This is an optimization exercise on Yosys and OpenROAD, whose aim is small area, a short achievable clock period and few clock cycles per item, not a production implementation.
The RTL was checked by simulation tests, not by an equivalence proof against the original design.
The clock port is modelled as an ideal driver; clocking choices that lean on that would not hold on a real chip.

`flow/constraint.sdc`:
```
create_clock -name core_clock -period 20.0 [get_ports {clk}]
set_input_delay 4.0000 -clock core_clock [delete_from_list [all_inputs] [get_ports {clk}]]
set_output_delay 4.0000 -clock core_clock [all_outputs]
set_load 0.01 [all_outputs]
```
`flow/design.v`:
```
package aes_encr_pkg;
  localparam int NUM_ROUNDS = 10;
  function automatic logic [7:0] xtime(input logic [7:0] b);
    xtime = {b[6:0], 1'b0} ^ (b[7] ? 8'h1b : 8'h00);
  endfunction
  function automatic logic [7:0] sbox(input logic [7:0] x);
    logic U0, U1, U2, U3, U4, U5, U6, U7, T1, T2, T3, T4, T5, T6, T7, T8, T9, T10, T11, T12, T13, T14, T15, T16, T17, T18, T19, T20, T21, T22, T23, T24, T25, T26, T27, M1, M2, M3, M4, M5, M6, M7, M8, M9, M10, M11, M12, M13, M14, M15, M16, M17, M18, M19, M20, M21, M22, M23, M24, M25, M26, M27, M28, M29, M30, M31, M32, M33, M34, M35, M36, M37, M38, M39, M40, M41, M42, M43, M44, M45, M46, M47, M48, M49, M50, M51, M52, M53, M54, M55, M56, M57, M58, M59, M60, M61, M62, M63, L0, L1, L2, L3, L4, L5, L6, L7, L8, L9, L10, L11, L12, L13, L14, L15, L16, L17, L18, L19, L20, L21, L22, L23, L24, L25, L26, L27, L28, L29, S0, S1, S2, S3, S4, S5, S6, S7;
    {U0, U1, U2, U3, U4, U5, U6, U7} = x;
    T1 = U0 ^ U3;
    T2 = U0 ^ U5;
    T3 = U0 ^ U6;
    T4 = U3 ^ U5;
    T5 = U4 ^ U6;
    T6 = T1 ^ T5;
    T7 = U1 ^ U2;
    T8 = U7 ^ T6;
    T9 = U7 ^ T7;
    T10 = T6 ^ T7;
    T11 = U1 ^ U5;
    T12 = U2 ^ U5;
    T13 = T3 ^ T4;
    T14 = T6 ^ T11;
    T15 = T5 ^ T11;
    T16 = T5 ^ T12;
    T17 = T9 ^ T16;
    T18 = U3 ^ U7;
    T19 = T7 ^ T18;
    T20 = T1 ^ T19;
    T21 = U6 ^ U7;
    T22 = T7 ^ T21;
    T23 = T2 ^ T22;
    T24 = T2 ^ T10;
    T25 = T20 ^ T17;
    T26 = T3 ^ T16;
    T27 = T1 ^ T12;
    M1 = T13 & T6;
    M2 = T23 & T8;
    M3 = T14 ^ M1;
    M4 = T19 & U7;
    M5 = M4 ^ M1;
    M6 = T3 & T16;
    M7 = T22 & T9;
    M8 = T26 ^ M6;
    M9 = T20 & T17;
    M10 = M9 ^ M6;
    M11 = T1 & T15;
    M12 = T4 & T27;
    M13 = M12 ^ M11;
    M14 = T2 & T10;
    M15 = M14 ^ M11;
    M16 = M3 ^ M2;
    M17 = M5 ^ T24;
    M18 = M8 ^ M7;
    M19 = M10 ^ M15;
    M20 = M16 ^ M13;
    M21 = M17 ^ M15;
    M22 = M18 ^ M13;
    M23 = M19 ^ T25;
    M24 = M22 ^ M23;
    M25 = M22 & M20;
    M26 = M21 ^ M25;
    M27 = M20 ^ M21;
    M28 = M23 ^ M25;
    M29 = M28 & M27;
    M30 = M26 & M24;
    M31 = M20 & M23;
    M32 = M27 & M31;
    M33 = M27 ^ M25;
    M34 = M21 & M22;
    M35 = M24 & M34;
    M36 = M24 ^ M25;
    M37 = M21 ^ M29;
    M38 = M32 ^ M33;
    M39 = M23 ^ M30;
    M40 = M35 ^ M36;
    M41 = M38 ^ M40;
    M42 = M37 ^ M39;
    M43 = M37 ^ M38;
    M44 = M39 ^ M40;
    M45 = M42 ^ M41;
    M46 = M44 & T6;
    M47 = M40 & T8;
    M48 = M39 & U7;
    M49 = M43 & T16;
    M50 = M38 & T9;
    M51 = M37 & T17;
    M52 = M42 & T15;
    M53 = M45 & T27;
    M54 = M41 & T10;
    M55 = M44 & T13;
    M56 = M40 & T23;
    M57 = M39 & T19;
    M58 = M43 & T3;
    M59 = M38 & T22;
    M60 = M37 & T20;
    M61 = M42 & T1;
    M62 = M45 & T4;
    M63 = M41 & T2;
    L0 = M61 ^ M62;
    L1 = M50 ^ M56;
    L2 = M46 ^ M48;
    L3 = M47 ^ M55;
    L4 = M54 ^ M58;
    L5 = M49 ^ M61;
    L6 = M62 ^ L5;
    L7 = M46 ^ L3;
    L8 = M51 ^ M59;
    L9 = M52 ^ M53;
    L10 = M53 ^ L4;
    L11 = M60 ^ L2;
    L12 = M48 ^ M51;
    L13 = M50 ^ L0;
    L14 = M52 ^ M61;
    L15 = M55 ^ L1;
    L16 = M56 ^ L0;
    L17 = M57 ^ L1;
    L18 = M58 ^ L8;
    L19 = M63 ^ L4;
    L20 = L0 ^ L1;
    L21 = L1 ^ L7;
    L22 = L3 ^ L12;
    L23 = L18 ^ L2;
    L24 = L15 ^ L9;
    L25 = L6 ^ L10;
    L26 = L7 ^ L9;
    L27 = L8 ^ L10;
    L28 = L11 ^ L14;
    L29 = L11 ^ L17;
    S0 = L6 ^ L24;
    S1 = ~(L16 ^ L26);
    S2 = ~(L19 ^ L28);
    S3 = L6 ^ L21;
    S4 = L20 ^ L22;
    S5 = L25 ^ L29;
    S6 = ~(L13 ^ L27);
    S7 = ~(L6 ^ L23);
    sbox = {S0, S1, S2, S3, S4, S5, S6, S7};
  endfunction
  function automatic logic [7:0] rcon_of(input logic [3:0] rnd);
    case (rnd)
      4'd1:    rcon_of = 8'h01;
      4'd2:    rcon_of = 8'h02;
      4'd3:    rcon_of = 8'h04;
      4'd4:    rcon_of = 8'h08;
      4'd5:    rcon_of = 8'h10;
      4'd6:    rcon_of = 8'h20;
      4'd7:    rcon_of = 8'h40;
      4'd8:    rcon_of = 8'h80;
      4'd9:    rcon_of = 8'h1b;
      4'd10:   rcon_of = 8'h36;
      default: rcon_of = 8'h00;
    endcase
  endfunction
  function automatic logic [31:0] sub_rot_word(input logic [31:0] w);
    sub_rot_word = {sbox(w[23:16]), sbox(w[15:8]), sbox(w[7:0]), sbox(w[31:24])};
  endfunction
  function automatic logic [127:0] sub_bytes(input logic [127:0] s);
    logic [127:0] o;
    for (int i = 0; i < 16; i++) o[127-8*i -: 8] = sbox(s[127-8*i -: 8]);
    sub_bytes = o;
  endfunction
  function automatic logic [127:0] shift_rows(input logic [127:0] s);
    logic [127:0] o;
    for (int c = 0; c < 4; c++)
      for (int r = 0; r < 4; r++)
        o[127-8*(r+4*c) -: 8] = s[127-8*(r+4*((c+r)%4)) -: 8];
    shift_rows = o;
  endfunction
  function automatic logic [127:0] mix_columns(input logic [127:0] s);
    logic [127:0] o;
    logic [7:0] a0, a1, a2, a3, t;
    for (int c = 0; c < 4; c++) begin
      a0 = s[127-32*c -: 8];
      a1 = s[119-32*c -: 8];
      a2 = s[111-32*c -: 8];
      a3 = s[103-32*c -: 8];
      t  = a0 ^ a1 ^ a2 ^ a3;
      o[127-32*c -: 8] = a0 ^ t ^ xtime(a0 ^ a1);
      o[119-32*c -: 8] = a1 ^ t ^ xtime(a1 ^ a2);
      o[111-32*c -: 8] = a2 ^ t ^ xtime(a2 ^ a3);
      o[103-32*c -: 8] = a3 ^ t ^ xtime(a3 ^ a0);
    end
    mix_columns = o;
  endfunction
endpackage
module aes128_key_expand_step
(
  input  logic [127:0] rk,
  input  logic [31:0]  temp,
  output logic [127:0] rk_next
);
  logic [31:0] w0, w1, w2, w3;
  logic [31:0] n0, n1, n2, n3;
  always_comb begin
    w0   = rk[127:96];
    w1   = rk[95:64];
    w2   = rk[63:32];
    w3   = rk[31:0];
    n0   = w0 ^ temp;
    n1   = w1 ^ n0;
    n2   = w2 ^ n1;
    n3   = w3 ^ n2;
    rk_next = {n0, n1, n2, n3};
  end
endmodule
module aes128_encr_round_ctrl
#(
  parameter int NUM_ROUNDS = 10,
  parameter int RCNT_W     = 4
) (
  input  logic              clk,
  input  logic              rst,
  input  logic              in_valid,
  output logic              in_ready,
  input  logic [127:0]      plaintext,
  input  logic [127:0]      key,
  output logic              out_valid,
  input  logic              out_ready,
  output logic [127:0]      ciphertext
);
  if (NUM_ROUNDS != 10) begin : g_bad_rounds
    $error("aes128_encr_round_ctrl: NUM_ROUNDS must be 10 for AES-128");
  end
  if ((1 << RCNT_W) <= NUM_ROUNDS) begin : g_bad_rcnt_w
    $error("aes128_encr_round_ctrl: RCNT_W too narrow for NUM_ROUNDS");
  end
  localparam logic [7:0] RC_LAST = 8'h36;   
  logic [127:0]      st_reg, k_reg, m_reg, km_reg, out_reg;
  logic [127:0]      rk_m, m_next;
  logic [31:0]       t_reg, t_next;
  logic [7:0]        s_rc, m_rc;
  logic              s_vld, m_vld, m_last, m_cont, ov_q, ir_q;
  logic              nov_q, nir_q;   
  logic              stall, fin, acc;
  logic [7:0]        s_rc_d, m_rc_d;
  logic [127:0]      k_d;
  logic              s_vld_d, m_vld_d, m_last_d, m_cont_d, ov_d, stall_d, ir_d;
  assign t_next = aes_encr_pkg::sub_rot_word(k_reg[31:0]) ^
                  {s_rc, 24'h000000};
  assign m_next = aes_encr_pkg::shift_rows(aes_encr_pkg::sub_bytes(st_reg));
  aes128_key_expand_step u_key_expand (
    .rk      (km_reg),
    .temp    (t_reg),
    .rk_next (rk_m)
  );
  assign stall = m_vld & m_last & ~nov_q;
  assign fin   = m_vld & m_last & nov_q;
  assign acc   = in_valid & ~nir_q;
  assign k_d = m_cont ? rk_m : key;
  always_comb begin
    if (stall) begin
      m_vld_d  = m_vld;
      m_rc_d   = m_rc;
      m_last_d = m_last;
      m_cont_d = m_cont;
      s_vld_d  = s_vld;
      s_rc_d   = s_rc;
    end else begin
      m_vld_d  = s_vld;
      m_rc_d   = s_rc;
      m_last_d = (s_rc == RC_LAST);
      m_cont_d = s_vld & (s_rc != RC_LAST);
      if (m_cont) begin
        s_vld_d = 1'b1;
        s_rc_d  = aes_encr_pkg::xtime(m_rc);
      end else begin
        s_vld_d = acc;
        s_rc_d  = 8'h01;
      end
    end
    ov_d    = fin | (~nov_q & ~out_ready);
    stall_d = m_vld_d & m_last_d & ov_d;
    ir_d    = ~m_cont_d & ~stall_d & ~(s_vld_d & (s_rc_d == 8'h01));
  end
  always_ff @(posedge clk) begin
    if (rst) begin
      s_vld  <= 1'b0;
      m_vld  <= 1'b0;
      m_last <= 1'b0;
      m_cont <= 1'b0;
      ov_q   <= 1'b0;
      nov_q  <= 1'b1;
      ir_q   <= 1'b1;
      nir_q  <= 1'b0;
    end else begin
      s_vld  <= s_vld_d;
      m_vld  <= m_vld_d;
      m_last <= m_last_d;
      m_cont <= m_cont_d;
      ov_q   <= ov_d;
      nov_q  <= ~ov_d;
      ir_q   <= ir_d;
      nir_q  <= ~ir_d;
    end
  end
  always_ff @(posedge clk) begin
    s_rc <= s_rc_d;
    m_rc <= m_rc_d;
  end
  always_ff @(posedge clk) begin
    if (!stall) begin
      m_reg  <= m_next;
      km_reg <= k_reg;
      t_reg  <= t_next;
      k_reg  <= k_d;
      st_reg <= (m_cont ? aes_encr_pkg::mix_columns(m_reg) : plaintext) ^ k_d;
    end
    if (fin) out_reg <= m_reg ^ rk_m;
  end
  assign in_ready   = ir_q;
  assign out_valid  = ov_q;
  assign ciphertext = out_reg;
endmodule
```
`flow/flow/abc.script`:
```
&get -n; &st; &synch2; &nf -R 1000; &put
```
`flow/standard.sh`:
```
#!/bin/bash
# synth_recipe.tcl (not shown) runs the flow's synth.tcl, then flattens the netlist and writes it again
# the make line also repeats each setting of config.mk as NAME=value (left out here)
make -C /OpenROAD-flow-scripts/flow DESIGN_CONFIG=/design/flow/config.mk WORK_HOME=/design/flow/orfs CLKGATE_MAP_FILE= SYNTH_SCRIPT=/design/flow/synth_recipe.tcl "${@:-finish}"
```
`flow/flow/run.sh`:
```
#!/bin/bash
# Standard ORFS layout, except:
#  - synthesis maps the logic with an area-oriented ABC script (flow/abc.script)
#    instead of ORFS's abc_speed.script; registers are mapped before ABC runs, so
#    they are the standard synthesis's;
#  - ports are buffered with buf_2 instead of the resizer's default choice
#    (clkdlybuf4s50_1, a delay cell);
#  - timing repair aims at the extra setup margin in flow/setup_margin.txt.
set -euo pipefail
W=$PWD
export FLOW_ABC_SCRIPT=$W/flow/abc.script
sed 's|log_cmd abc {\*}$abc_args|log_cmd abc -script $::env(FLOW_ABC_SCRIPT) {*}[lrange $abc_args 2 end]|' \
  "$FLOW_HOME/scripts/synth.tcl" > "$W/synth_core.tcl"
grep -q FLOW_ABC_SCRIPT "$W/synth_core.tcl"
sed "s|source \$::env(SCRIPTS_DIR)/synth.tcl|source $W/synth_core.tcl|" synth_recipe.tcl > "$W/synth_abc.tcl"
grep -q synth_core.tcl "$W/synth_abc.tcl"
bash standard.sh synth SYNTH_SCRIPT="$W/synth_abc.tcl" > "$W/synth.log" 2>&1
EXTRA=(BUFFER_PORTS_ARGS="-buffer_cell sky130_fd_sc_hd__buf_2" CTS_CLUSTER_SIZE=20 CTS_CLUSTER_DIAMETER=100 CORE_UTILIZATION=50 PLACE_DENSITY=0.7)
if [[ -s flow/setup_margin.txt ]]; then
  EXTRA+=(SETUP_SLACK_MARGIN="$(cat flow/setup_margin.txt)")
fi
bash standard.sh finish "${EXTRA[@]}" > "$W/layout.log" 2>&1
```
`flow/config.mk`:
```
export PLATFORM = sky130hd
export DESIGN_NAME = aes128_encr_round_ctrl
export DESIGN_NICKNAME = aes128_encr_round_ctrl
export VERILOG_FILES = /design/flow/design.v
export SDC_FILE = /design/flow/constraint.sdc
export NUM_CORES = 8
export LEC_CHECK = 0
export CAP_MARGIN = 20
export CORE_MARGIN = 2
export CORE_UTILIZATION = 30
export SLEW_MARGIN = 20
```
==> impl_table.tex, run 1 <==
\begin{tabular}{lr}
\hline
Metric & Value \\
\hline
\multicolumn{2}{l}{\textbf{Run status}} \\
Result of the run & timing/DRC/antenna clean \\
\multicolumn{2}{l}{\textbf{Synth}} \\
Flip-flop and latch count after synthesis & 696 \\
Async SR Flop Fraction & 0\% \\
Fraction of the yosys area taken by sequential cells & 42.76\% \\
Fraction of post-synthesis cell area in the top cell type by area & 42.10\% \\
Total nets after synthesis & 4,709 \\
Mean post-synth cell area & 11.00 µm² \\
Cell area after technology mapping & 48,510 µm² \\
Number of flops mapped to enable cells by yosys & 680 \\
Post-synthesis cell type with the largest combined area & edfxtp\_1 \\
Yosys warning count & 2 \\
Number of distinct library cells after synthesis & 31 \\
Flip-flop cell with the highest count after synthesis & edfxtp\_1 \\
Biggest area contributors in the synthesized netlist & edfxtp\_1 42\%, xnor2\_1 31\%, xor2\_1 11\% \\
Number of standard cells after synthesis & 4,409 \\
\multicolumn{2}{l}{\textbf{Final layout}} \\
Leading cell type in the layout, fill and taps excluded & xnor2\_1 \\
Total Nets Final & 5,158 \\
Multi-input gate area & 27,540 µm² \\
Fraction of final layout cells sized beyond drive strength 1 & 9.434\% \\
Top library cells by usage in the layout, fill and taps aside & 1,724 x xnor2\_1, 680 x edfxtp\_1, 627 x xor2\_1 \\
Fill cell count & 8,566 \\
Area added between synthesis and finish & 10.23\% \\
Reg area & 20,740 µm² \\
\multicolumn{2}{l}{\textbf{Clock network}} \\
CTS Root Cell & clkbuf\_16 \\
Number of gates given a new drive strength after cts & 0 \\
Number of buffers inserted during clock tree synthesis & 43 \\
CTS tree & done \\
Post-CTS setup-driven buffer insertion count & 0 \\
Longest Clk Path Bufs & 3 \\
TritonCTS Sinks & 696 \\
CTS H-tree lvls & 2 \\
Register clock-pin slew on the reported worst setup and hold paths & 90 ps \\
Total of hold buffers inserted after clock tree synthesis & 0 \\
Latest clock arrival within the worst-skew pair & 630 ps \\
\multicolumn{2}{l}{\textbf{Timing}} \\
Setup repair after global routing missed its margin & no \\
Final min period & 5270 ps \\
Final-report setup violation count & 0 \\
Highest Clock Rate & 189.7 MHz \\
Worst-case headroom to the max-slew limit & 22.98\% \\
Actual transition at the worst max-transition pin & 1155 ps \\
Max Clock Skew & 25.74 ps \\
Pins over their slew limit & 0 \\
Final TNS setup & 0 ps \\
Post-route clock period utilization & 26.35\% \\
Final hold violation count & 0 \\
\multicolumn{2}{l}{\textbf{Detailed routing}} \\
Antenna Violating Nets Remaining & 0 \\
Post-detailed-route via-to-cell ratio & 5.207 \\
Total number of vias & 32,037 \\
Routed length per instance & 22.77 µm \\
DRT iter0 DRCs & 2,655 \\
Detailed Routing Iterations Pass 1 & 5 \\
DRC & 0 \\
Final routed wirelength across all metal layers & 140,100 µm \\
\multicolumn{2}{l}{\textbf{Worst setup path}} \\
Top cell family by delay on the critical path & flip-flops \\
CP max FO & 1 \\
Critical Path AT & 1270 ps \\
Maximum single-stage delay on the critical path & 470 ps \\
Startpoint kind of the worst setup timing path & register \\
Type of the setup path with the least slack & reg2out \\
Required time of the critical path & 16,000 ps \\
Number of buffers and inverters on the critical path & 1 \\
Slowest stage cell on the critical path & edfxtp\_1 \\
Ordered cell list for the critical path & buf\_2 \\
Type of destination of the critical path & output pin \\
\multicolumn{2}{l}{\textbf{Placement}} \\
Number of buffers inserted by port buffering & 389 \\
RePlAce Congestion & 0.9679 \\
Post-DP HPWL & 112,800 µm \\
\multicolumn{2}{l}{\textbf{Global routing}} \\
Total congestion overflow & 0 \\
Number of global-route vias before repair & 31,323 \\
Wire length of the first global-routing pass & 202,900 µm \\
Initial antenna violation count & 5 \\
Combined global-route utilization of all metal layers & 27.72\% \\
Pin count of the biggest net entering global routing & 180 \\
\multicolumn{2}{l}{\textbf{Die}} \\
Die span in x & 315.5 µm \\
Cell row count & 114 \\
Initial cell density of the core & 50.30\% \\
Number of placed I/O pins & 390 \\
Total die area & 99,520 µm² \\
DIE HEIGHT & 315.5 µm \\
Std-Cell Core Area & 96,420 µm² \\
\multicolumn{2}{l}{\textbf{Min path}} \\
Hold WC Path Type & reg2reg \\
\multicolumn{2}{l}{\textbf{Run}} \\
Max\_cap viols & 0 \\
\hline
\end{tabular}
-- worst paths after layout --
path                              start                    to  slack [ps]  cells past startpoint
setup / recovery  out_reg[86]$_DFFE_PP_        ciphertext[86]       14730                      1
setup reg to reg    k_reg[21]$_DFFE_PN_   t_reg[28]$_DFFE_PN_       14740                     17
hold / removal      k_reg[94]$_DFFE_PN_  km_reg[94]$_DFFE_PN_         420                      0
hold reg to reg     k_reg[94]$_DFFE_PN_  km_reg[94]$_DFFE_PN_         420                      0
-- through the flow --
stage          setup WS [ps]  hold slack [ps]  instance area, µm²  util, %  instances
6_report               14730            415.6               53470    55.45       6153
5_1_grt                14200            422.0               53470    55.45       6152
4_1_cts                14690            418.8               53470    55.45       6152
3_5_place_dp           14750            404.5               52220    54.16       6089
3_3_place_gp           14710            400.2               52220    54.15       6089
2_1_floorplan           4277            400.3               48510        -       4409
-- synth_stat cells, drive strengths merged, types with 16 or more instances --
library cell / n
a21oi: 192
a22o: 17
clkinv: 63
dfxtp: 16
edfxtp: 680
ha: 40
mux2: 17
mux2i: 130
nand2: 319
nand2b: 16
nor2: 426
nor2b: 52
xnor2: 1724
xor2: 628
-- kinds of logic (layout without fill, tap and decap cells) --
group | Yosys count | after routing | share of synthesized area [%]
AO/OA/AOI/OAI | 270 | 270 | 3.134
flip-flops | 696 | 696 | 42.76
XOR/XNOR | 2354 | 2354 | 42.56
other | 0 | 1 | 0
multiplexers | 147 | 147 | 3.077
buffers and inverters | 63 | 530 | 0.4875
AND/OR/NAND/NOR | 839 | 839 | 6.949
adder cells (fa/ha/maj) | 40 | 40 | 1.032
-- metal layers --
metal	share of wire (%)	wire (µm)	up-vias	track usage (%)
met2	48	66750	948	45.98
li1	-	-	15403	-
met1	44	61410	15507	38.15
met3	4.8	6781	175	2.663
met4	3.7	5124	4	9.317
met5	0.015	21	-	0
-- layout make-up --
type | count | area share [%]
timing repair buffer | 404 | 3.922
clock buffer | 56 | 2.183
multi-input combinational | 3650 | 51.51
clock inverter | 7 | 0.1404
tap | 1276 | 2.986
inverter | 63 | 0.4563
sequential | 696 | 38.80
antenna | 1 | 0.004680
Testbench counts, summed over its fixed seeds: cycles 3,880, items 384.
==> run 2, diff against run 1 <==
--- a/flow/design.v
+++ b/flow/design.v
@@ -170,3 +170,3 @@
     logic [127:0] o;
-    logic [7:0] a0, a1, a2, a3, t;
+    logic [7:0] a0, a1, a2, a3, d0, d1, d2, d3;
     for (int c = 0; c < 4; c++) begin
@@ -176,7 +176,10 @@
       a3 = s[103-32*c -: 8];
-      t  = a0 ^ a1 ^ a2 ^ a3;
-      o[127-32*c -: 8] = a0 ^ t ^ xtime(a0 ^ a1);
-      o[119-32*c -: 8] = a1 ^ t ^ xtime(a1 ^ a2);
-      o[111-32*c -: 8] = a2 ^ t ^ xtime(a2 ^ a3);
-      o[103-32*c -: 8] = a3 ^ t ^ xtime(a3 ^ a0);
+      d0 = a0 ^ a1;
+      d1 = a1 ^ a2;
+      d2 = a2 ^ a3;
+      d3 = a3 ^ a0;
+      o[127-32*c -: 8] = xtime(d0) ^ a1 ^ d2;
+      o[119-32*c -: 8] = xtime(d1) ^ a2 ^ d3;
+      o[111-32*c -: 8] = xtime(d2) ^ a3 ^ d0;
+      o[103-32*c -: 8] = xtime(d3) ^ a0 ^ d1;
     end
@@ -237,4 +240,3 @@
   logic              s_vld_d, m_vld_d, m_last_d, m_cont_d, ov_d, stall_d, ir_d;
-  assign t_next = aes_encr_pkg::sub_rot_word(k_reg[31:0]) ^
-                  {s_rc, 24'h000000};
+  assign t_next = aes_encr_pkg::sub_rot_word(k_reg[31:0]);
   assign m_next = aes_encr_pkg::shift_rows(aes_encr_pkg::sub_bytes(st_reg));
@@ -242,3 +244,3 @@
     .rk      (km_reg),
-    .temp    (t_reg),
+    .temp    (t_reg ^ {m_rc, 24'h000000}),
     .rk_next (rk_m)
--- a/flow/flow/run.sh
+++ b/flow/flow/run.sh
@@ -5,3 +5,3 @@
 #    they are the standard synthesis's;
-#  - ports are buffered with buf_2 instead of the resizer's default choice
+#  - ports are buffered with buf_1 instead of the resizer's default choice
 #    (clkdlybuf4s50_1, a delay cell);
@@ -17,3 +17,3 @@
 bash standard.sh synth SYNTH_SCRIPT="$W/synth_abc.tcl" > "$W/synth.log" 2>&1
-EXTRA=(BUFFER_PORTS_ARGS="-buffer_cell sky130_fd_sc_hd__buf_2" CTS_CLUSTER_SIZE=20 CTS_CLUSTER_DIAMETER=100 CORE_UTILIZATION=50 PLACE_DENSITY=0.7)
+EXTRA=(BUFFER_PORTS_ARGS="-buffer_cell sky130_fd_sc_hd__buf_1" CTS_CLUSTER_SIZE=25 CTS_CLUSTER_DIAMETER=100 CORE_UTILIZATION=50 PLACE_DENSITY=0.7)
 if [[ -s flow/setup_margin.txt ]]; then
==> run 2 against run 1 <==
- still clean
- register-to-register slack got worse by 60 ps
- sequential cell count unchanged
- design area is 0.70% lower
- via count increased by 0.32%
- utilization fell by 0.47 points
- non-clock buffer count up 3
- clock skew increased by 4.7 ps
- critical path type is now reg2reg
==> impl_table.tex, run 2 <==
\begin{tabular}{lr}
\hline
Metric & Value \\
\hline
\multicolumn{2}{l}{\textbf{Clock network}} \\
CTS H-tree lvls & 2 (unchanged) \\
Register clock-pin slew on the reported worst setup and hold paths & 100 ps (about the same) \\
TritonCTS Sinks & 696 (unchanged) \\
Longest Clk Path Bufs & 3 (unchanged) \\
Number of gates given a new drive strength after cts & 0 (unchanged) \\
CTS Root Cell & clkbuf\_16 \\
Post-CTS setup-driven buffer insertion count & 0 (unchanged) \\
CTS tree & done \\
Latest clock arrival within the worst-skew pair & 630 ps (about the same) \\
Total of hold buffers inserted after clock tree synthesis & 0 (unchanged) \\
Number of buffers inserted during clock tree synthesis & 39 (-9.3\%) \\
\multicolumn{2}{l}{\textbf{Global routing}} \\
Pin count of the biggest net entering global routing & 175 (-2.8\%) \\
Total congestion overflow & 0 (unchanged) \\
Combined global-route utilization of all metal layers & 27.46\% (-0.26 points) \\
Initial antenna violation count & 6 (+1) \\
Wire length of the first global-routing pass & 200,800 µm (-1.0\%) \\
Number of global-route vias before repair & 31,355 (+0.10\%) \\
\multicolumn{2}{l}{\textbf{Timing}} \\
Final TNS setup & 0 ps (unchanged) \\
Actual transition at the worst max-transition pin & 1174 ps (+18.98 ps) \\
Post-route clock period utilization & 26.62\% (+0.27 points) \\
Highest Clock Rate & 187.8 MHz (-1.0\%) \\
Max Clock Skew & 30.44 ps (+4.703 ps) \\
Final-report setup violation count & 0 (unchanged) \\
Slack of the critical path & 14,680 ps (-54.50 ps) \\
Final min period & 5325 ps (+54.50 ps) \\
Worst-case headroom to the max-slew limit & 21.16\% (-1.8 points) \\
Final hold violation count & 0 (unchanged) \\
WHS & 411.5 ps (-4.138 ps) \\
Pins over their slew limit & 0 (unchanged) \\
Setup repair after global routing missed its margin & no \\
\multicolumn{2}{l}{\textbf{Worst setup path}} \\
Reg2Reg Capture Point & m\_reg[82]\$\_DFFE\_PN\_ \\
Ordered cell list for the critical path & xnor2\_1 -> xnor2\_1 -> xor2\_1 -> ha\_1 -> xnor2\_1 -> xnor2\_1 -> xor2\_1 -> xnor2\_1 -> mux2i\_1 -> xor2\_1 -> xor2\_1 -> nor2\_1 -> xnor2\_1 -> xnor2\_1 -> xnor2\_1 -> xnor2\_1 \\
Worst r2r path cells & 16 (-1) \\
Number of buffers and inverters on the critical path & 0 (-1) \\
Minimum setup slack among reg-to-reg paths & 14,680 ps (-60 ps) \\
Top cell family by delay on the critical path & XOR/XNOR gates \\
Type of destination of the critical path & register \\
CP max FO & 6 (+5) \\
Critical Path AT & 5680 ps (+4410 ps) \\
Startpoint kind of the worst setup timing path & register \\
Maximum single-stage delay on the critical path & 550 ps (+80 ps) \\
R2r startpoint & st\_reg[55]\$\_DFFE\_PN\_ \\
Slowest stage cell on the critical path & xnor2\_1 \\
Top cell by count, worst path & xnor2\_1 \\
Required time of the critical path & 20,350 ps (+4350 ps) \\
Type of the setup path with the least slack & reg2reg \\
\multicolumn{2}{l}{\textbf{Synth}} \\
Synth Area in Simple Gates & 6.800\% (-0.15 points) \\
Flip-flop and latch count after synthesis & 696 (unchanged) \\
Cell area after technology mapping & 48,610 µm² (+0.22\%) \\
Largest family of logic cells by synthesized area & XOR/XNOR gates \\
Fraction of post-synthesis cell area in the top cell type by area & 42.00\% (-0.093 points) \\
Parity-gate share of the synthesized area counting xor and xnor cells & 42.68\% (+0.12 points) \\
Biggest area contributors in the synthesized netlist & edfxtp\_1 42\%, xnor2\_1 31\%, xor2\_1 11\% \\
Synth cell count leaders & 1,746 x xnor2\_1, 680 x edfxtp\_1, 618 x xor2\_1 \\
Mean post-synth cell area & 11.06 µm² (+0.52\%) \\
Total nets after synthesis & 4,696 (-0.28\%) \\
Number of distinct library cells after synthesis & 32 (+3.2\%) \\
Arithmetic-cell share of the synthesized area counting full adders, half adders and majority gates & 1.030\% (-0.0023 points) \\
Post-synthesis cell type with the largest combined area & edfxtp\_1 \\
Fraction of the yosys area taken by sequential cells & 42.66\% (-0.095 points) \\
Number of flops mapped to enable cells by yosys & 680 (unchanged) \\
Post-synthesis mux area share & 3.333\% (+0.26 points) \\
Compound-cell area share of the yosys netlist & 3.042\% (-0.092 points) \\
Yosys warning count & 2 (unchanged) \\
Async SR Flop Fraction & 0\% (unchanged) \\
Number of standard cells after synthesis & 4,396 (-0.29\%) \\
Flip-flop cell with the highest count after synthesis & edfxtp\_1 \\
Library cell with the highest instance count after synthesis & xnor2\_1 \\
\multicolumn{2}{l}{\textbf{Min path}} \\
Hold-critical path endpoint & km\_reg[108]\$\_DFFE\_PN\_ \\
Hold WC Path Type & reg2reg \\
Worst hold path startpoint & k\_reg[108]\$\_DFFE\_PN\_ \\
Number of cells on the worst hold path & 0 (unchanged) \\
\multicolumn{2}{l}{\textbf{Detailed routing}} \\
Total number of vias & 32,140 (+0.32\%) \\
Antenna Violating Nets Remaining & 0 (unchanged) \\
DRC & 0 (unchanged) \\
Detailed Routing Iterations Pass 1 & 5 (unchanged) \\
Post-detailed-route via-to-cell ratio & 5.235 (+0.53\%) \\
DRT iter0 DRCs & 2,642 (-0.49\%) \\
Routed length per instance & 22.64 µm (-0.57\%) \\
Final routed wirelength across all metal layers & 139,000 µm (-0.78\%) \\
\multicolumn{2}{l}{\textbf{Final layout}} \\
Fraction of the core area covered by cells at the end of the flow & 54.98\% (-0.47 points) \\
Final cell area excluding filler cells & 53,100 µm² (-0.70\%) \\
Leading cell type in the layout, fill and taps excluded & xnor2\_1 \\
Non-filler cells, final & 6,140 (-0.21\%) \\
Fill cell count & 8,528 (-0.44\%) \\
Fraction of final layout cells sized beyond drive strength 1 & 1.604\% (-7.8 points) \\
Area added between synthesis and finish & 9.222\% \\
Total Nets Final & 5,144 (-0.27\%) \\
Top library cells by usage in the layout, fill and taps aside & 1,745 x xnor2\_1, 680 x edfxtp\_1, 617 x xor2\_1 \\
\multicolumn{2}{l}{\textbf{Placement}} \\
Number of instances in the placed design & 6,079 (-0.16\%) \\
RePlAce Congestion & 0.9522 (-1.6\%) \\
Area of placed instances & 51,850 µm² (-0.72\%) \\
Worst setup slack before clock tree synthesis & 14,780 ps (+34.10 ps) \\
Number of buffers inserted by port buffering & 389 (unchanged) \\
Post-DP HPWL & 111,600 µm (-1.0\%) \\
\multicolumn{2}{l}{\textbf{Die}} \\
Total die area & 99,740 µm² (+0.22\%) \\
DIE HEIGHT & 315.8 µm (+0.11\%) \\
Initial cell density of the core & 50.34\% (about the same) \\
Die span in x & 315.8 µm (+0.11\%) \\
Cell row count & 114 (unchanged) \\
Std-Cell Core Area & 96,570 µm² (+0.15\%) \\
Number of placed I/O pins & 390 (unchanged) \\
\multicolumn{2}{l}{\textbf{Run status}} \\
Result of the run & timing/DRC/antenna clean \\
\multicolumn{2}{l}{\textbf{Run}} \\
Max\_cap viols & 0 (unchanged) \\
\hline
\end{tabular}
-- run 2: worst max path at each step --
stage | slack (ps) | startpoint | cells past startpoint | end
after CTS | 14680 | out_reg[9]$_DFFE_PP_ | 1 | ciphertext[9]
after floorplan | 4280 | m_last$_SDFF_PP0_ | 9 | nir_q$_SDFF_PP0_
after global routing | 14190 | st_reg[71]$_DFFE_PN_ | 16 | m_reg[39]$_DFFE_PN_
final | 14680 | st_reg[55]$_DFFE_PN_ | 16 | m_reg[82]$_DFFE_PN_
after global placement | 14800 | in_valid | 8 | ir_q$_SDFF_PP1_
after detailed placement | 14780 | st_reg[55]$_DFFE_PN_ | 16 | m_reg[82]$_DFFE_PN_
-- run 2: layout make-up --
type / count / area (µm²) / share of cell area, %
Clock buffer: 46 / 1055 / 1.987
Clock inverter: 14 / 177.7 / 0.3346
Antenna cell: 1 / 2.502 / 0.004713
Timing Repair Buffer: 407 / 1620 / 3.052
Inverter: 58 / 225.2 / 0.4242
Multi-Input combinational cell: 3642 / 27680 / 52.12
Tap cell: 1276 / 1597 / 3.007
Sequential cell: 696 / 20740 / 39.07
-- run 2: cells by family (layout without fill, tap and decap cells) --
| kind of cell | Yosys count | in the layout |
|---|---|---|
| fa+ha+maj | 40 | 40 |
| compound gates | 260 | 260 |
| flops | 696 | 696 |
| other cells | 0 | 1 |
| buf+inv | 58 | 525 |
| simple gates | 817 | 817 |
| xor+xnor | 2366 | 2366 |
| mux | 159 | 159 |
-- run 2: worst reg2reg max path: cells and delay by family, from the launching register on --
kind          cells  cell delay (ps)
fa+ha+maj         1              250
flops             1              490
xor+xnor         13             3800
simple gates      1              110
mux               1              400
-- run 2: metal layers --
metal  part of all wire (%)  GRT usage [%]  wire length (µm)
met1                     43          37.80             59820
met3                    7.1          4.362              9842
met4                    5.1          12.48              7085
met2                     45          42.73             62180
met5                  0.041              0                57
Testbench counts of run 2, summed over its fixed seeds: cycles 3,880, items 384.
==> run 3, diff against run 2 <==
==> flow/flow/setup_margin.txt (new file) <==
14.75
==> run 3 against run 2 <==
- sequential cell count unchanged
- sequential share of layout area down 0.75 points
- synthesized cell count unchanged
- register-to-register slack improved by 390 ps
- highest routed layer unchanged
- cell count about the same
- global-route usage down 0.28 points
==> impl_table.tex, run 3 <==
\begin{tabular}{lr}
\hline
Metric & Value \\
\hline
\multicolumn{2}{l}{\textbf{Worst setup path}} \\
CP max FO & 1 (-5) \\
Type of destination of the critical path & output pin \\
Ordered cell list for the critical path & clkbuf\_2 \\
Reg2Reg Capture Point & m\_reg[58]\$\_DFFE\_PN\_ \\
Critical Path AT & 1320 ps (-4360 ps) \\
Logic depth of the worst setup path including buffers & 1 (-15) \\
Number of buffers and inverters on the critical path & 1 (+1) \\
Type of the setup path with the least slack & reg2out \\
R2r startpoint & st\_reg[63]\$\_DFFE\_PN\_ \\
Slowest stage cell on the critical path & edfxtp\_1 \\
Required time of the critical path & 16,000 ps (-4350 ps) \\
Worst r2r path cells & 16 (unchanged) \\
Maximum single-stage delay on the critical path & 520 ps (-30 ps) \\
Beginning of the critical path & out\_reg[75]\$\_DFFE\_PP\_ \\
Top cell family by delay on the critical path & flip-flops \\
Minimum setup slack among reg-to-reg paths & 15,070 ps (+390 ps) \\
Startpoint kind of the worst setup timing path & register \\
\multicolumn{2}{l}{\textbf{Placement}} \\
RePlAce Congestion & 0.9678 (+1.6\%) \\
Worst setup slack before clock tree synthesis & 14,720 ps (-64.90 ps) \\
Post-DP HPWL & 110,800 µm (-0.72\%) \\
Number of buffers inserted by port buffering & 389 (unchanged) \\
Number of instances in the placed design & 6,080 (+0.016\%) \\
\multicolumn{2}{l}{\textbf{Synth}} \\
Flip-flop cell with the highest count after synthesis & edfxtp\_1 \\
Synth cell count leaders & 1,746 x xnor2\_1, 680 x edfxtp\_1, 618 x xor2\_1 \\
Flip-flop and latch count after synthesis & 696 (unchanged) \\
Post-synthesis cell type with the largest combined area & edfxtp\_1 \\
Cell area after technology mapping & 48,610 µm² (unchanged) \\
Biggest area contributors in the synthesized netlist & edfxtp\_1 42\%, xnor2\_1 31\%, xor2\_1 11\% \\
Fraction of post-synthesis cell area in the top cell type by area & 42.00\% (unchanged) \\
Number of distinct library cells after synthesis & 32 (unchanged) \\
Total nets after synthesis & 4,696 (unchanged) \\
Fraction of the yosys area taken by sequential cells & 42.66\% (unchanged) \\
Yosys warning count & 2 (unchanged) \\
Mean post-synth cell area & 11.06 µm² (unchanged) \\
Async SR Flop Fraction & 0\% (unchanged) \\
Number of flops mapped to enable cells by yosys & 680 (unchanged) \\
Library cell with the highest instance count after synthesis & xnor2\_1 \\
Number of standard cells after synthesis & 4,396 (unchanged) \\
\multicolumn{2}{l}{\textbf{Detailed routing}} \\
Post-detailed-route via-to-cell ratio & 5.243 (+0.17\%) \\
Antenna Violating Nets Remaining & 0 (unchanged) \\
Final routed wirelength across all metal layers & 138,700 µm (-0.21\%) \\
DRC & 0 (unchanged) \\
DRT iter0 DRCs & 2,721 (+3.0\%) \\
Detailed Routing Iterations Pass 1 & 7 (+2) \\
Total number of vias & 32,205 (+0.20\%) \\
Routed length per instance & 22.58 µm (-0.25\%) \\
\multicolumn{2}{l}{\textbf{Timing}} \\
Setup repair after global routing missed its margin & yes \\
Final min period & 5316 ps (-8.200 ps) \\
Actual transition at the worst max-transition pin & 1268 ps (+93.51 ps) \\
Max Clock Skew & 23.56 ps (-6.880 ps) \\
Highest Clock Rate & 188.1 MHz (+0.15\%) \\
Worst-case headroom to the max-slew limit & 14.88\% (-6.3 points) \\
Final TNS setup & 0 ps (unchanged) \\
Post-route clock period utilization & 26.58\% (-0.041 points) \\
Slack of the critical path & 14,680 ps (+8.200 ps) \\
Pins over their slew limit & 0 (unchanged) \\
Final hold violation count & 0 (unchanged) \\
Final-report setup violation count & 0 (unchanged) \\
\multicolumn{2}{l}{\textbf{Final layout}} \\
Leading cell type in the layout, fill and taps excluded & xnor2\_1 \\
Top library cells by usage in the layout, fill and taps aside & 1,643 x xnor2\_1, 680 x edfxtp\_1, 595 x xor2\_1 \\
Area added between synthesis and finish & 11.37\% \\
Total Nets Final & 5,145 (+0.019\%) \\
Fill cell count & 8,343 (-2.2\%) \\
Fraction of final layout cells sized beyond drive strength 1 & 4.604\% (+3.0 points) \\
Non-filler cells, final & 6,142 (+0.033\%) \\
\multicolumn{2}{l}{\textbf{Die}} \\
Total die area & 99,740 µm² (unchanged) \\
DIE HEIGHT & 315.8 µm (unchanged) \\
Std-Cell Core Area & 96,570 µm² (unchanged) \\
Initial cell density of the core & 50.34\% (unchanged) \\
Cell row count & 114 (unchanged) \\
Die span in x & 315.8 µm (unchanged) \\
Number of placed I/O pins & 390 (unchanged) \\
\multicolumn{2}{l}{\textbf{Run}} \\
Max\_cap viols & 0 (unchanged) \\
\multicolumn{2}{l}{\textbf{Clock network}} \\
CTS Root Cell & clkbuf\_16 \\
CTS H-tree lvls & 2 (unchanged) \\
TritonCTS Sinks & 696 (unchanged) \\
Register clock-pin slew on the reported worst setup and hold paths & 100 ps (about the same) \\
Total of hold buffers inserted after clock tree synthesis & 0 (unchanged) \\
Post-CTS setup-driven buffer insertion count & 0 (unchanged) \\
CTS tree & done \\
Latest clock arrival within the worst-skew pair & 620 ps (about the same) \\
Number of buffers inserted during clock tree synthesis & 39 (unchanged) \\
Longest Clk Path Bufs & 3 (unchanged) \\
\multicolumn{2}{l}{\textbf{Global routing}} \\
Most heavily used metal layer in global routing & met2 \\
Combined global-route utilization of all metal layers & 27.19\% (-0.28 points) \\
Total congestion overflow & 0 (unchanged) \\
Initial antenna violation count & 5 (-1) \\
Pin count of the biggest net entering global routing & 260 (+49\%) \\
Met3 global-route usage & 3.483\% (-0.88 points) \\
Met1 Track Usage GR & 37.67\% (-0.13 points) \\
Met2 usage & 43.19\% (+0.46 points) \\
Number of global-route vias before repair & 31,130 (-0.72\%) \\
Wire length of the first global-routing pass & 199,500 µm (-0.63\%) \\
\multicolumn{2}{l}{\textbf{Min path}} \\
Number of cells on the worst hold path & 0 (unchanged) \\
Hold-critical path endpoint & km\_reg[111]\$\_DFFE\_PN\_ \\
Hold WC Path Type & reg2reg \\
Worst hold path startpoint & k\_reg[111]\$\_DFFE\_PN\_ \\
\multicolumn{2}{l}{\textbf{Run status}} \\
Result of the run & timing/DRC/antenna clean \\
\hline
\end{tabular}
==> run 3: cell counts after synthesis <==
No cell type changed its count.
==> run 3: worst max path at each step <==
stage,to,slack (ps)
2_1_floorplan,ir_q$_SDFF_PP1_,14850
4_1_cts,ciphertext[75],14690
3_5_place_dp,ir_q$_SDFF_PP1_,14720
6_report,ciphertext[75],14680
5_1_grt,ciphertext[43],14660
3_3_place_gp,ir_q$_SDFF_PP1_,14670
==> run 3: cell type report <==
class | count | area, µm² | area share (%)
Multi-Input combinational cell | 3642 | 28680 | 52.97
Inverter | 58 | 244.0 | 0.4507
Clock inverter | 14 | 191.4 | 0.3536
Timing Repair Buffer | 408 | 1637 | 3.023
Tap cell | 1276 | 1597 | 2.949
Clock buffer | 47 | 1049 | 1.937
Sequential cell | 696 | 20740 | 38.32
Antenna cell | 1 | 2.502 | 0.004622
==> run 3: timing repair <==
action / in CTS / in global routing
cloned: 0 / 0
gates resized for setup: 0 / 152
setup endpoints to repair: 9 / 95
==> run 3: layer usage <==
layer	routed length, µm	vias to the layer above	share of wire [%]
li1	-	15375	-
met1	60150	15607	43
met2	63410	1017	46
met3	8615	200	6.2
met4	6472	6	4.7
met5	42	-	0.030
==> run 3: cells by family after synthesis <==
group / Yosys count / synth area share (%)
compound gates: 260 / 3.042
mux: 159 / 3.333
flops: 696 / 42.66
fa+ha+maj: 40 / 1.030
simple gates: 817 / 6.800
xor+xnor: 2366 / 42.68
buf+inv: 58 / 0.4478
==> run 3: per-stage QoR <==
step | hold slack, ps | utilization, % | instance area (µm²)
after CTS | 413.1 | 54.99 | 53100
after global placement | 400.4 | 53.70 | 51860
final | 408.7 | 56.07 | 54140
after global routing | 408.5 | 56.06 | 54140
after floorplan | 400.3 | - | 48630
after detailed placement | 404.5 | 53.70 | 51860
==> run 4, diff against run 3 <==
--- a/flow/flow/run.sh
+++ b/flow/flow/run.sh
@@ -7,3 +7,5 @@
 #    (clkdlybuf4s50_1, a delay cell);
-#  - timing repair aims at the extra setup margin in flow/setup_margin.txt.
+#  - timing repair aims at the extra setup margin in flow/setup_margin.txt;
+#  - after global placement, the flip-flops that drive output ports are moved next
+#    to their port buffers (flow/place_io_flops.tcl).
 set -euo pipefail
@@ -17,3 +19,3 @@
 bash standard.sh synth SYNTH_SCRIPT="$W/synth_abc.tcl" > "$W/synth.log" 2>&1
-EXTRA=(BUFFER_PORTS_ARGS="-buffer_cell sky130_fd_sc_hd__buf_1" CTS_CLUSTER_SIZE=25 CTS_CLUSTER_DIAMETER=100 CORE_UTILIZATION=50 PLACE_DENSITY=0.7)
+EXTRA=(BUFFER_PORTS_ARGS="-buffer_cell sky130_fd_sc_hd__buf_1" CTS_CLUSTER_SIZE=25 CTS_CLUSTER_DIAMETER=100 CORE_UTILIZATION=50 PLACE_DENSITY=0.7 POST_GLOBAL_PLACE_TCL="$W/flow/place_io_flops.tcl")
 if [[ -s flow/setup_margin.txt ]]; then
==> flow/flow/place_io_flops.tcl (new file) <==
# After global placement: move each flip-flop that drives an output port (through
# the port's buffer) onto that buffer, so that the register sits next to its pin.
# Detailed placement then legalizes it.
set block [ord::get_db_block]
set moved 0
foreach bterm [$block getBTerms] {
  if {[$bterm getIoType] ne "OUTPUT"} { continue }
  set net [$bterm getNet]
  if {$net eq "NULL"} { continue }
  set buf ""
  foreach it [$net getITerms] {
    if {[$it isOutputSignal]} { set buf [$it getInst] }
  }
  if {$buf eq ""} { continue }
  set ff ""
  foreach it [$buf getITerms] {
    if {![$it isInputSignal]} { continue }
    set in_net [$it getNet]
    if {$in_net eq "NULL"} { continue }
    foreach it2 [$in_net getITerms] {
      if {[$it2 isOutputSignal]} { set ff [$it2 getInst] }
    }
  }
  if {$ff eq ""} { continue }
  if {![[$ff getMaster] isSequential]} { continue }
  set loc [$buf getLocation]
  $ff setLocation [lindex $loc 0] [lindex $loc 1]
  incr moved
}
puts "place_io_flops: moved $moved output flip-flops next to their port buffers"
==> run 4 against run 3 <==
- critical path depth unchanged
- sequential cell count unchanged
- clock-buffer cell count decreased by 3
- register-to-register slack about the same
- sequential share of layout area decreased by 0.17 points
- utilization increased by 0.25 points
- cell count about the same
- design area increased by 0.44%
- maximum frequency increased by 2.3%
- synthesized area unchanged
- critical path type unchanged
==> impl_table.tex, run 4 <==
\begin{tabular}{lr}
\hline
Metric & Value \\
\hline
\multicolumn{2}{l}{\textbf{Detailed routing}} \\
Post-detailed-route via-to-cell ratio & 5.253 (+0.19\%) \\
Detailed Routing Iterations Pass 1 & 5 (-2) \\
DRC & 0 (unchanged) \\
Final routed wirelength across all metal layers & 139,900 µm (+0.89\%) \\
Antenna Violating Nets Remaining & 0 (unchanged) \\
DRT iter0 DRCs & 2,834 (+4.2\%) \\
Routed length per instance & 22.77 µm (+0.85\%) \\
Total number of vias & 32,277 (+0.22\%) \\
\multicolumn{2}{l}{\textbf{Global routing}} \\
Met3 global-route usage & 3.175\% (-0.31 points) \\
Met1 Track Usage GR & 38.33\% (+0.66 points) \\
Number of global-route vias before repair & 31,655 (+1.7\%) \\
Initial antenna violation count & 5 (unchanged) \\
Most heavily used metal layer in global routing & met2 \\
Pin count of the biggest net entering global routing & 260 (unchanged) \\
Combined global-route utilization of all metal layers & 27.55\% (+0.36 points) \\
Total congestion overflow & 0 (unchanged) \\
Met2 usage & 43.54\% (+0.34 points) \\
Wire length of the first global-routing pass & 202,800 µm (+1.6\%) \\
\multicolumn{2}{l}{\textbf{Worst setup path}} \\
Maximum single-stage delay on the critical path & 400 ps (-120 ps) \\
Slowest stage cell on the critical path & edfxtp\_1 \\
Beginning of the critical path & out\_reg[44]\$\_DFFE\_PP\_ \\
Ordered cell list for the critical path & buf\_2 \\
Last element of the critical path & ciphertext[44] \\
R2r startpoint & st\_reg[31]\$\_DFFE\_PN\_ \\
Top cell family by delay on the critical path & flip-flops \\
Type of destination of the critical path & output pin \\
Type of the setup path with the least slack & reg2out \\
Reg2Reg Capture Point & m\_reg[28]\$\_DFFE\_PN\_ \\
CP max FO & 1 (unchanged) \\
Number of buffers and inverters on the critical path & 1 (unchanged) \\
Required time of the critical path & 16,000 ps (about the same) \\
Minimum setup slack among reg-to-reg paths & 15,060 ps (about the same) \\
Logic depth of the worst setup path including buffers & 1 (unchanged) \\
Worst r2r path cells & 16 (unchanged) \\
Critical Path AT & 1200 ps (-120 ps) \\
Startpoint kind of the worst setup timing path & register \\
\multicolumn{2}{l}{\textbf{Clock network}} \\
CTS tree & done \\
Latest clock arrival within the worst-skew pair & 620 ps (about the same) \\
CTS H-tree lvls & 2 (unchanged) \\
Register clock-pin slew on the reported worst setup and hold paths & 100 ps (about the same) \\
TritonCTS Sinks & 696 (unchanged) \\
CTS Root Cell & clkbuf\_16 \\
Longest Clk Path Bufs & 3 (unchanged) \\
Number of buffers inserted during clock tree synthesis & 39 (unchanged) \\
Total of hold buffers inserted after clock tree synthesis & 0 (unchanged) \\
\multicolumn{2}{l}{\textbf{Synth}} \\
Post-synthesis cell type with the largest combined area & edfxtp\_1 \\
Largest family of logic cells by synthesized area & XOR/XNOR gates \\
Flip-flop cell with the highest count after synthesis & edfxtp\_1 \\
Library cell with the highest instance count after synthesis & xnor2\_1 \\
Yosys warning count & 2 (unchanged) \\
Number of standard cells after synthesis & 4,396 (unchanged) \\
Fraction of post-synthesis cell area in the top cell type by area & 42.00\% (unchanged) \\
Cell area after technology mapping & 48,610 µm² (unchanged) \\
Compound-cell area share of the yosys netlist & 3.042\% (unchanged) \\
Synth Area in Simple Gates & 6.800\% (unchanged) \\
Biggest area contributors in the synthesized netlist & edfxtp\_1 42\%, xnor2\_1 31\%, xor2\_1 11\% \\
Arithmetic-cell share of the synthesized area counting full adders, half adders and majority gates & 1.030\% (unchanged) \\
Number of distinct library cells after synthesis & 32 (unchanged) \\
Number of flops mapped to enable cells by yosys & 680 (unchanged) \\
Async SR Flop Fraction & 0\% (unchanged) \\
Post-synthesis mux area share & 3.333\% (unchanged) \\
Flip-flop and latch count after synthesis & 696 (unchanged) \\
Mean post-synth cell area & 11.06 µm² (unchanged) \\
Synth cell count leaders & 1,746 x xnor2\_1, 680 x edfxtp\_1, 618 x xor2\_1 \\
Parity-gate share of the synthesized area counting xor and xnor cells & 42.68\% (unchanged) \\
Fraction of the yosys area taken by sequential cells & 42.66\% (unchanged) \\
Total nets after synthesis & 4,696 (unchanged) \\
\multicolumn{2}{l}{\textbf{Run}} \\
Max\_cap viols & 0 (unchanged) \\
\multicolumn{2}{l}{\textbf{Timing}} \\
Highest Clock Rate & 192.4 MHz (+2.3\%) \\
Setup repair after global routing missed its margin & yes \\
Worst-case headroom to the max-slew limit & 11.69\% (-3.2 points) \\
Max Clock Skew & 31.37 ps (+7.800 ps) \\
Final hold violation count & 0 (unchanged) \\
Final min period & 5198 ps (-118.3 ps) \\
WHS & 412.8 ps (+4.113 ps) \\
Final-report setup violation count & 0 (unchanged) \\
Slack of the critical path & 14,800 ps (+118.3 ps) \\
Post-route clock period utilization & 25.99\% (-0.59 points) \\
Pins over their slew limit & 0 (unchanged) \\
Final TNS setup & 0 ps (unchanged) \\
Actual transition at the worst max-transition pin & 1315 ps (+47.41 ps) \\
\multicolumn{2}{l}{\textbf{Final layout}} \\
Top library cells by usage in the layout, fill and taps aside & 1,633 x xnor2\_1, 680 x edfxtp\_1, 593 x xor2\_1 \\
Final cell area excluding filler cells & 54,380 µm² (+0.44\%) \\
Total Nets Final & 5,145 (unchanged) \\
Leading cell type in the layout, fill and taps excluded & xnor2\_1 \\
Fraction of final layout cells sized beyond drive strength 1 & 4.808\% (+0.20 points) \\
Non-filler cells, final & 6,144 (+0.033\%) \\
Fill cell count & 8,270 (-0.87\%) \\
Area added between synthesis and finish & 11.86\% \\
Fraction of the core area covered by cells at the end of the flow & 56.31\% (+0.25 points) \\
\multicolumn{2}{l}{\textbf{Die}} \\
DIE HEIGHT & 315.8 µm (unchanged) \\
Std-Cell Core Area & 96,570 µm² (unchanged) \\
Total die area & 99,740 µm² (unchanged) \\
Number of placed I/O pins & 390 (unchanged) \\
Initial cell density of the core & 50.34\% (unchanged) \\
Cell row count & 114 (unchanged) \\
Die span in x & 315.8 µm (unchanged) \\
\multicolumn{2}{l}{\textbf{Min path}} \\
Hold WC Path Type & reg2reg \\
\multicolumn{2}{l}{\textbf{Placement}} \\
Post-DP HPWL & 112,100 µm (+1.1\%) \\
Area of placed instances & 51,860 µm² (unchanged) \\
Worst setup slack before clock tree synthesis & 14,670 ps (-53.90 ps) \\
Number of buffers inserted by port buffering & 389 (unchanged) \\
Number of instances in the placed design & 6,080 (unchanged) \\
\multicolumn{2}{l}{\textbf{Run status}} \\
Result of the run & timing/DRC/antenna clean \\
\hline
\end{tabular}
==> run 4: changes by cell type in the layout (fill, tap and decap cells not counted), sizes merged <==
cell,delta
inv,-1
clkbuf,-16
bufinv,+6
buf,+13
==> run 4: kinds of logic after synthesis <==
group                    after synthesis
XOR/XNOR                            2366
flip-flops                           696
multiplexers                         159
AND/OR/NAND/NOR                      817
AO/OA/AOI/OAI                        260
buffers and inverters                 58
adder cells (fa/ha/maj)               40
==> run 4: worst min-delay path by stage <==
stage	start	to	slack, ps	cells after the start
final	k_reg[111]$_DFFE_PN_	km_reg[111]$_DFFE_PN_	410	0
after global routing	k_reg[86]$_DFFE_PN_	km_reg[86]$_DFFE_PN_	410	0
after CTS	k_reg[86]$_DFFE_PN_	km_reg[86]$_DFFE_PN_	410	0
after detailed placement	k_reg[111]$_DFFE_PN_	km_reg[111]$_DFFE_PN_	400	0
after global placement	k_reg[66]$_DFFE_PN_	km_reg[66]$_DFFE_PN_	400	0
after floorplan	k_reg[100]$_DFFE_PN_	km_reg[100]$_DFFE_PN_	400	0
==> run 4: timing repair <==
action	in CTS	in global routing
endpoints found under the setup margin	1	76
cloned	0	0
setup buffers	0	0
resized for setup	1	155
==> run 4: per-layer routing <==
metal  routed length [µm]  part of all wire (%)  vias up
met1                60930                    44    15654
met4                 6860                   4.9        8
li1                     -                     -    15360
met2                64100                    46     1037
met5                   52                 0.037        -
met3                 7982                   5.7      218
==> run 4: area by class of cell <==
cell class              instances  area [µm²]  share of cell area, %
diodes                          1       2.502               0.004602
clock buffers                  44        1037                  1.907
clock inverters                19       344.1                 0.6327
inverters                      58       244.0                 0.4487
multi-input cells            3642       28790                  52.94
flip-flops and latches        696       20740                  38.15
well taps                    1276        1597                  2.936
repair buffers                408        1622                  2.982
==> run 5, diff against run 4 <==
--- a/flow/flow/run.sh
+++ b/flow/flow/run.sh
@@ -9,3 +9,6 @@
 #  - after global placement, the flip-flops that drive output ports are moved next
-#    to their port buffers (flow/place_io_flops.tcl).
+#    to their port buffers (flow/place_io_flops.tcl);
+#  - after CTS, the registers that capture the S-box stage (m_reg, t_reg) get their
+#    clock through one more buffer per leaf net (flow/skew_stage1.tcl): useful skew
+#    between internal registers only.
 set -euo pipefail
@@ -19,3 +22,3 @@
 bash standard.sh synth SYNTH_SCRIPT="$W/synth_abc.tcl" > "$W/synth.log" 2>&1
-EXTRA=(BUFFER_PORTS_ARGS="-buffer_cell sky130_fd_sc_hd__buf_1" CTS_CLUSTER_SIZE=25 CTS_CLUSTER_DIAMETER=100 CORE_UTILIZATION=50 PLACE_DENSITY=0.7 POST_GLOBAL_PLACE_TCL="$W/flow/place_io_flops.tcl")
+EXTRA=(BUFFER_PORTS_ARGS="-buffer_cell sky130_fd_sc_hd__buf_1" CTS_CLUSTER_SIZE=25 CTS_CLUSTER_DIAMETER=100 CORE_UTILIZATION=50 PLACE_DENSITY=0.7 POST_GLOBAL_PLACE_TCL="$W/flow/place_io_flops.tcl" POST_CTS_TCL="$W/flow/skew_stage1.tcl")
 if [[ -s flow/setup_margin.txt ]]; then
==> flow/flow/skew_stage1.tcl (new file) <==
# Useful skew for the stage-1 paths (S -> M): after CTS, the stage-1 result registers
# (m_reg, t_reg) on each leaf clock net are moved behind one extra clock buffer, so
# their clock arrives a buffer delay later than that of the other registers on the net.
# The stage-2 paths they launch have slack to spare. Registers at ports are not touched.
set block [ord::get_db_block]
set small [[ord::get_db] findMaster sky130_fd_sc_hd__clkbuf_4]
set big [[ord::get_db] findMaster sky130_fd_sc_hd__clkbuf_8]
set nbuf 0
array set groups {}
foreach inst [$block getInsts] {
  if {![regexp {^(m_reg|t_reg)\\?\[} [$inst getName]]} { continue }
  set it [$inst findITerm CLK]
  lappend groups([[$it getNet] getName]) $it
}
foreach netname [array names groups] {
  set net [$block findNet $netname]
  set ms $groups($netname)
  if {[llength $ms] == 0} { continue }
  set sx 0; set sy 0
  foreach it $ms { set l [[$it getInst] getLocation]; set sx [expr {$sx + [lindex $l 0]}]; set sy [expr {$sy + [lindex $l 1]}] }
  set n [llength $ms]
  set master [expr {$n > 8 ? $big : $small}]
  set buf [odb::dbInst_create $block $master "mskew_buf_$nbuf"]
  $buf setLocation [expr {int($sx / $n)}] [expr {int($sy / $n)}]
  $buf setPlacementStatus PLACED
  set newnet [odb::dbNet_create $block "mskew_clk_$nbuf"]
  $newnet setSigType CLOCK
  [$buf findITerm A] connect $net
  [$buf findITerm X] connect $newnet
  foreach it $ms { $it disconnect; $it connect $newnet }
  incr nbuf
}
puts "mskew: inserted $nbuf clock buffers for stage-1 result registers"
detailed_placement
==> run 5 against run 4 <==
- still clean
- die area did not move
- cell count rose by 0.47%
- maximum frequency barely moved
- setup slack improved by 2.3 ps
- critical path depth did not move
- sequential share of layout area rose by 0.19 points
- via count rose by 0.33%
- hold slack got worse by 18 ps
- first-iteration DRC count fell by 4.1%
==> impl_table.tex, run 5 <==
\begin{tabular}{lr}
\hline
Metric & Value \\
\hline
\multicolumn{2}{l}{\textbf{Synth}} \\
Largest family of logic cells by synthesized area & XOR/XNOR gates \\
Number of flops mapped to enable cells by yosys & 680 (unchanged) \\
Arithmetic-cell share of the synthesized area counting full adders, half adders and majority gates & 1.030\% (unchanged) \\
Yosys warning count & 2 (unchanged) \\
Cell area after technology mapping & 48,610 µm² (unchanged) \\
Fraction of post-synthesis cell area in the top cell type by area & 42.00\% (unchanged) \\
Library cell with the highest instance count after synthesis & xnor2\_1 \\
Biggest area contributors in the synthesized netlist & edfxtp\_1 42\%, xnor2\_1 31\%, xor2\_1 11\% \\
Mean post-synth cell area & 11.06 µm² (unchanged) \\
Fraction of the yosys area taken by sequential cells & 42.66\% (unchanged) \\
Synth Area in Simple Gates & 6.800\% (unchanged) \\
Number of standard cells after synthesis & 4,396 (unchanged) \\
Post-synthesis cell type with the largest combined area & edfxtp\_1 \\
Flip-flop cell with the highest count after synthesis & edfxtp\_1 \\
Synth cell count leaders & 1,746 x xnor2\_1, 680 x edfxtp\_1, 618 x xor2\_1 \\
Parity-gate share of the synthesized area counting xor and xnor cells & 42.68\% (unchanged) \\
Total nets after synthesis & 4,696 (unchanged) \\
\multicolumn{2}{l}{\textbf{Clock network}} \\
TritonCTS Sinks & 696 (unchanged) \\
CTS tree & done \\
Register clock-pin slew on the reported worst setup and hold paths & 90 ps (about the same) \\
\multicolumn{2}{l}{\textbf{Placement}} \\
Number of buffers inserted by port buffering & 389 (unchanged) \\
Post-DP HPWL & 112,100 µm (unchanged) \\
\multicolumn{2}{l}{\textbf{Global routing}} \\
Wire length of the first global-routing pass & 204,200 µm (+0.70\%) \\
Number of global-route vias before repair & 31,893 (+0.75\%) \\
Most heavily used metal layer in global routing & met2 \\
Met1 Track Usage GR & 38.48\% (+0.15 points) \\
Met3 global-route usage & 3.306\% (+0.13 points) \\
Met2 usage & 43.98\% (+0.45 points) \\
Pin count of the biggest net entering global routing & 260 (unchanged) \\
Initial antenna violation count & 5 (unchanged) \\
Combined global-route utilization of all metal layers & 27.73\% (+0.19 points) \\
\multicolumn{2}{l}{\textbf{Final layout}} \\
Area added between synthesis and finish & 11.30\% \\
Total Nets Final & 5,174 (+0.56\%) \\
Leading cell type in the layout, fill and taps excluded & xnor2\_1 \\
\multicolumn{2}{l}{\textbf{Worst setup path}} \\
CP max FO & 1 (unchanged) \\
Top cell family by delay on the critical path & flip-flops \\
Type of destination of the critical path & output pin \\
Worst r2r path cells & 17 (+1) \\
Critical Path AT & 1200 ps (about the same) \\
Ordered cell list for the critical path & buf\_2 \\
Maximum single-stage delay on the critical path & 400 ps (about the same) \\
Type of the setup path with the least slack & reg2out \\
Beginning of the critical path & out\_reg[44]\$\_DFFE\_PP\_ \\
Last element of the critical path & ciphertext[44] \\
Minimum setup slack among reg-to-reg paths & 15,090 ps (+30 ps) \\
Slowest stage cell on the critical path & edfxtp\_1 \\
Logic depth of the worst setup path including buffers & 1 (unchanged) \\
\multicolumn{2}{l}{\textbf{Timing}} \\
Setup repair after global routing missed its margin & no \\
Final-report setup violation count & 0 (unchanged) \\
Worst-case headroom to the max-slew limit & 19.20\% (+7.5 points) \\
Final TNS setup & 0 ps (unchanged) \\
Post-route clock period utilization & 25.98\% (about the same) \\
\multicolumn{2}{l}{\textbf{Detailed routing}} \\
DRT iter0 DRCs & 2,717 (-4.1\%) \\
Post-detailed-route via-to-cell ratio & 5.246 (-0.14\%) \\
Routed length per instance & 22.77 µm (about the same) \\
DRC & 0 (unchanged) \\
Detailed Routing Iterations Pass 1 & 5 (unchanged) \\
Final routed wirelength across all metal layers & 140,600 µm (+0.47\%) \\
\multicolumn{2}{l}{\textbf{Die}} \\
Number of placed I/O pins & 390 (unchanged) \\
Std-Cell Core Area & 96,570 µm² (unchanged) \\
Cell row count & 114 (unchanged) \\
Initial cell density of the core & 50.34\% (unchanged) \\
\multicolumn{2}{l}{\textbf{Run status}} \\
Result of the run & timing/DRC/antenna clean \\
\multicolumn{2}{l}{\textbf{Run}} \\
Max\_cap viols & 0 (unchanged) \\
\hline
\end{tabular}
run 5: cell counts after synthesis:
No cell type changed its count.
run 5: metal layers:
layer,wire length [µm],up-vias
met5,52,-
met4,6641,8
met3,7648,206
met2,64410,1028
met1,61820,15717
li1,-,15425
run 5: cells by family after synthesis:
| logic type | Yosys count |
|---|---|
| flip-flops | 696 |
| buffers and inverters | 58 |
| multiplexers | 159 |
| AND/OR/NAND/NOR | 817 |
| AO/OA/AOI/OAI | 260 |
| adder cells (fa/ha/maj) | 40 |
| XOR/XNOR | 2366 |
run 5: worst min path at each step:
stage | to | slack [ps] | cells past startpoint
final | km_reg[86]$_DFFE_PN_ | 390 | 0
after global placement | km_reg[66]$_DFFE_PN_ | 400 | 0
after detailed placement | km_reg[111]$_DFFE_PN_ | 400 | 0
after floorplan | km_reg[100]$_DFFE_PN_ | 400 | 0
after global routing | km_reg[86]$_DFFE_PN_ | 400 | 0
run 5: metrics by stage:
step           cells  area, µm²  hold WS (ps)  utilization, %  setup slack (ps)
2_1_floorplan   4396      48630         400.3               -             14850
3_3_place_gp    6080      51860         400.4           53.70             14670
3_5_place_dp    6080      51860         404.5           53.70             14670
5_1_grt         6173      54110         395.4           56.03             14730
6_report        6173      54110         394.5           56.03             14800
run 5: area by class of cell, without the clock buffers:
cell class,count,area [µm²]
fillers,8303,42460
plain buffers,29,249.0
flip-flops and latches,696,20740
multi-input cells,3642,28270
repair buffers,408,1622
diodes,1,2.502
clock inverters,19,344.1
well taps,1276,1597
inverters,58,244.0

[what the ideal ports hide]
The flow's constraints put no driver on any port. The routed layouts listed below were extracted and timed again, unchanged, in two steps.
Step 1, drivers: a clkbuf_16 drives clk and a buf_2 each remaining input, both assumed.
Step 2, shift: input delay + t, output delay - t, t = (earliest + latest rising clock arrival at the registers) / 2. This alone moves slack from input paths to output paths.
a / b / c = ideal ports / drivers / drivers and shift; a / b = the first two.
run | t (ns) | slack for setup (ns) | hold slack, ns | worst setup path at the end
run 1 | 0.679 | 14.730 / 14.664 / 14.722 | 0.416 / 0.416 / 0.416 | input to register
run 2 | 0.691 | 14.675 / 14.617 / 14.675 | 0.411 / 0.411 / 0.411 | register to register
run 3 | 0.671 | 14.684 / 14.616 / 14.767 | 0.409 / 0.409 / 0.409 | input to register
run 4 | 0.678 | 14.802 / 14.729 / 14.754 | 0.413 / 0.413 / 0.413 | input to register
run 5 | 0.749 | 14.804 / 14.730 / 14.675 | 0.394 / 0.394 / 0.394 | input to register
After both steps setup and hold are still met in every run listed. For run 5, which loses most, drivers alone change the setup slack by -0.074 ns; drivers and shift together by -0.129 ns.
